This design comes from an exercise in tuning for small area and few clock cycles per item on the open sky130 flow, not from production work. In this exercise RTL edits were held to simulation tests only and were not proved equivalent to the original.

==> flow/design.v (outline; a module is shown in full before it is edited, if it fits) <==
// module fpmul_decode: 27 lines
// module fpmul_execute: 11 lines
// module fpmul_mul24: 1619 lines
// module fpmul_bsel: 12 lines
// module fpmul_bmag: 3 lines
// module fpmul_bneg: 3 lines
// module fpmul_fa: 4 lines
// module fpmul_gnode: 3 lines
// module fpmul_x2: 3 lines
// module fpmul_ha: 4 lines
// module fpmul_result: 58 lines
// module fpmul_credit_queue: 45 lines
// module fpmul_top: 114 lines
module fpmul_top (
	input  logic              clk,
	input  logic              rst,
	input  logic              in_valid,
	input  logic [31:0]       a,
	input  logic [31:0]       b,
	input  logic              out_credit,
	output logic              in_credit,
	output logic              out_valid,
	output logic [31:0]       z,
	output logic [FLAG_W-1:0] flags
);
  // ...
==> flow/flow/run.sh <==
#!/bin/bash
# The standard layout, except that the port buffers are the smallest buffer
# cell instead of the flow's default choice. Every port still gets one.
set -e
export BUFFER_PORTS_ARGS="-buffer_cell sky130_fd_sc_hd__buf_1"
bash standard.sh > standard.log 2>&1
==> flow/standard.sh <==
#!/bin/bash
# synth_recipe.tcl (not shown) runs the flow's synth.tcl, then flattens the netlist and writes it again
# the make line also repeats each setting of config.mk as NAME=value (left out here)
make -C /OpenROAD-flow-scripts/flow DESIGN_CONFIG=/design/flow/config.mk WORK_HOME=/design/flow/orfs CLKGATE_MAP_FILE= SYNTH_SCRIPT=/design/flow/synth_recipe.tcl "${@:-finish}"
==> flow/config.mk <==
export PLATFORM = sky130hd
export DESIGN_NAME = fpmul_top
export DESIGN_NICKNAME = fpmul_top
export VERILOG_FILES = /design/flow/design.v
export SDC_FILE = /design/flow/constraint.sdc
export NUM_CORES = 4
export LEC_CHECK = 0
export CAP_MARGIN = 20
export CORE_MARGIN = 2
export CORE_UTILIZATION = 60
export CTS_BUF_LIST = sky130_fd_sc_hd__clkbuf_8
export CTS_CLUSTER_DIAMETER = 60
export CTS_CLUSTER_SIZE = 18
export PLACE_DENSITY = 0.7
export SLEW_MARGIN = 20
export SYNTH_HIERARCHICAL = 1
export SYNTH_MINIMUM_KEEP_SIZE = 0
==> flow/constraint.sdc <==
create_clock -name core_clock -period 9.0 [get_ports {clk}]
set_input_delay 1.8000 -clock core_clock [delete_from_list [all_inputs] [get_ports {clk}]]
set_output_delay 1.8000 -clock core_clock [all_outputs]
set_load 0.01 [all_outputs]
==> results.ini, run 1 <==
[outcome]
status=complete, no violations

[route]
dr.pass1.iters=6
wl_mm=73.2
wl_per_cell_um=24.8
dr_wl_met2_mm=35.2

[timing]
hold_viol_final=0
fin_crit_ns=8.53
rsz0062_at_grt=true
setup_viol=0

[place]
placed_cell_area_um2=27600

[logic_synthesis]
syn_nets=2628
ys_warn_count=9
synth_cells=2192

[cts]
post_cts_buffers=0
clk_pin_slew_worst_paths_ns=0.10
hold_buffers=0
h-tree-depth=1

[global_route]
grt_use_total_pct=33.0
use_met2_pct=55.5

[layout]
multi_input_area_share_pct=56.6
regArea_um2=9400
diodes=0

[critical_path]
cp.depth=25
crit_path_frequent_cell=a21o_1
crit_start=frac_b[10]
critPathRequiredTime_ns=9.30

[floorplan]
io_pins=106
nWellTaps=585

Testbench counts, summed over its fixed seeds: cycles 4,808, items 4,800.
==> inputs of run 2 (changes only) <==
--- a/flow/config.mk
+++ b/flow/config.mk
@@ -11,4 +11,4 @@
 export CTS_BUF_LIST = sky130_fd_sc_hd__clkbuf_8
-export CTS_CLUSTER_DIAMETER = 60
-export CTS_CLUSTER_SIZE = 18
+export CTS_CLUSTER_DIAMETER = 50
+export CTS_CLUSTER_SIZE = 15
 export PLACE_DENSITY = 0.7
==> run 2 against run 1 <==
  * Still clean on timing, DRC and antenna
  * Wire length increased by 0.22%
  * Cell count grew 0.47%
  * Clock-buffer cell count up 8
  * Setup slack better by 0.042 ns
  * Utilization increased by 0.24 points
  * Critical path depth is 1 lower
  * Critical path type unchanged
  * Critical endpoint is now mem[209]
  * Largest cell class unchanged
==> results.ini, run 2 <==
[cts]
h-tree-depth=2  ; +1
cts.sinks=320
post_cts_buffers=0  ; unchanged
cts_made_buffers=35
clk_pin_slew_worst_paths_ns=0.09  ; about the same
cts_buffer_depth=3
clock_latency_ns=0.60
cts_tree=done
cts_root_buf=clkbuf_8

[layout]
largest_register_ffs=238
regArea_um2=9400  ; unchanged
n_fill_cell=3391
post-route-util_pct=65.6
drive_gt1_share_pct=8.43
diodes=0  ; unchanged
area_growth_pct=7.92
final_cell_mix=xor2_1 (307), edfxtp_1 (299), o22ai_1 (264)
nNetsFinal=2793
multi_input_area_um2=16000
top_register=mem
final_common_cell=xor2_1
reg_top3=mem: 238 flops, frac_a_n: 23 flops, frac_b: 23 flops

[timing]
setup_viol=0  ; unchanged
slew_violations=0
fin_crit_ns=8.49  ; -0.0423 ns
rsz0062_at_grt=true
max_freq_mhz=118
setup_slack_ns=0.514
hold_viol_final=0  ; unchanged
worst_clock_skew_ns=0.0293
holdWs_ns=0.463
fin_crit_sh_pct=94.3
timing.slew.headroom_pct=23.3
tightest_slew_ns=1.15

[route]
wl_mm=73.4  ; +0.22%
dr.pass1.iters=7  ; +1
viasPerCell=6.53
drt_iter0_drc=2073
drc=0
ant_nets=0
vias=19400
wl_per_cell_um=24.7  ; -0.25%

[critical_path]
crit_arrival_ns=8.80
worstPathMaxFanout=23
end_kind=register
r2r_start=frac_b[10]
crit_start=frac_b[10]
startpoint_type=register
critical_path_class=register to register
critPathRequiredTime_ns=9.31  ; about the same

[global_route]
grt_antenna_before_repair=0
grt_use_total_pct=33.4  ; +0.34 points
grt_max_degree=63
grt-ovfl-total=0
grt_pass1_vias=19800
grt_pass1_wl_mm=114

[logic_synthesis]
avgSynthCellArea_um2=12.0
synth_cells=2192  ; unchanged
ys_warn_count=9  ; unchanged
syn_nets=2628  ; unchanged
netlist_area_um2=26300

[floorplan]
initial_core_util_pct=60.8
die_area_um2=45400
fp.dieH_um=213
fp-row-count=76
coreArea_um2=43200
die_x_um=213
io_pins=106  ; unchanged

[place]
gp_congestion=0.990
place_ws_ns=0.404
hpwl_mm=51.4
portBuffers=105

[worst_hold_path]
worstHoldStart=wr_oh[2]
worstHoldPathType=register to register

[outcome]
status=complete, no violations

[run]
maxCapViolCount=0

-- run 2: critical path, stage by stage, from the launching register on --
cell and delay, ns:
edfxtp_1 0.52, xnor2_2 0.73, buf_4 0.33, o22ai_1 0.11
xor2_1 0.28, ha_1 0.29, fa_1 0.48, fa_1 0.47
fa_1 0.51, fa_1 0.41, ha_1 0.34, a21o_1 0.22
a21o_1 0.16, a21o_1 0.18, a21o_1 0.16, a21o_1 0.22
a21o_1 0.23, a21o_1 0.21, a21o_1 0.18, a21o_1 0.21
xor2_4 0.41, o31ai_1 0.16, a221oi_2 0.30, o211ai_2 0.46
nor2_1 0.62
-- run 2: per-stage QoR --
step                      cell area [um^2]  std cells  setup TNS (ns)
final                                28300       2968               0
after detailed placement             27600       2905               0
after global routing                 28300       2968          -0.674
after global placement               27600       2904               0
after CTS                            28300       2968               0
after floorplan                      26300       2192               0
-- run 2: cell type report --
cell class                 instances  share of cell area, %
inverter                         126                   1.69
sequential                       320                   33.2
tap                              585                   2.58
clock buffer                      37                   1.80
clock inverter                    26                  0.711
timing repair buffer             192                   3.69
multi-input combinational       1682                   56.4
-- run 2: what timing repair did --
| item | 4_1_cts | 5_1_grt |
|---|---|---|
| hold buffers | 0 | 0 |
| gates resized for setup | 0 | 3 |
| endpoints found under the setup margin | 0 | 49 |
-- run 2: worst paths after layout --
path,to,slack [ns],depth (start not counted)
worst max-delay path,mem[209],0.51,24
worst min-delay path,wr_oh[2],0.46,2
worst max register to register,mem[209],0.51,24
worst min register to register,wr_oh[2],0.46,2
-- run 2: per-layer routing --
metal | up-vias | share of wire, % | global-route usage [%]
met5 | - | 0 | 0
met3 | 206 | 8.0 | 5.13
li1 | 8504 | - | -
met1 | 9680 | 39 | 43.3
met2 | 990 | 48 | 56.0
met4 | 0 | 4.5 | 14.4

re-timing with driven ports:
The flow's constraints put no driver on any port. The routed layouts listed below were extracted and timed again, unchanged, in two steps. Step 1 assumes that a clkbuf_16 drives the clock port and a buf_2 every other input. Step 2 moves the port delays by t, midway between the first and last clock arrival at a register: inputs arrive t later, outputs are due t later. That takes back most of the time a late clock gives input paths. Three values: no drivers, after step 1, after step 2; two values: the first two.
run | t (ns) | slack for setup (ns) | hold slack, ns
run 1 | 0.675 | 0.471 / 0.471 / 0.471 | 0.463 / 0.463 / 0.463
run 2 | 0.643 | 0.514 / 0.514 / 0.514 | 0.463 / 0.463 / 0.463
After both steps setup and hold are still met in every run listed.
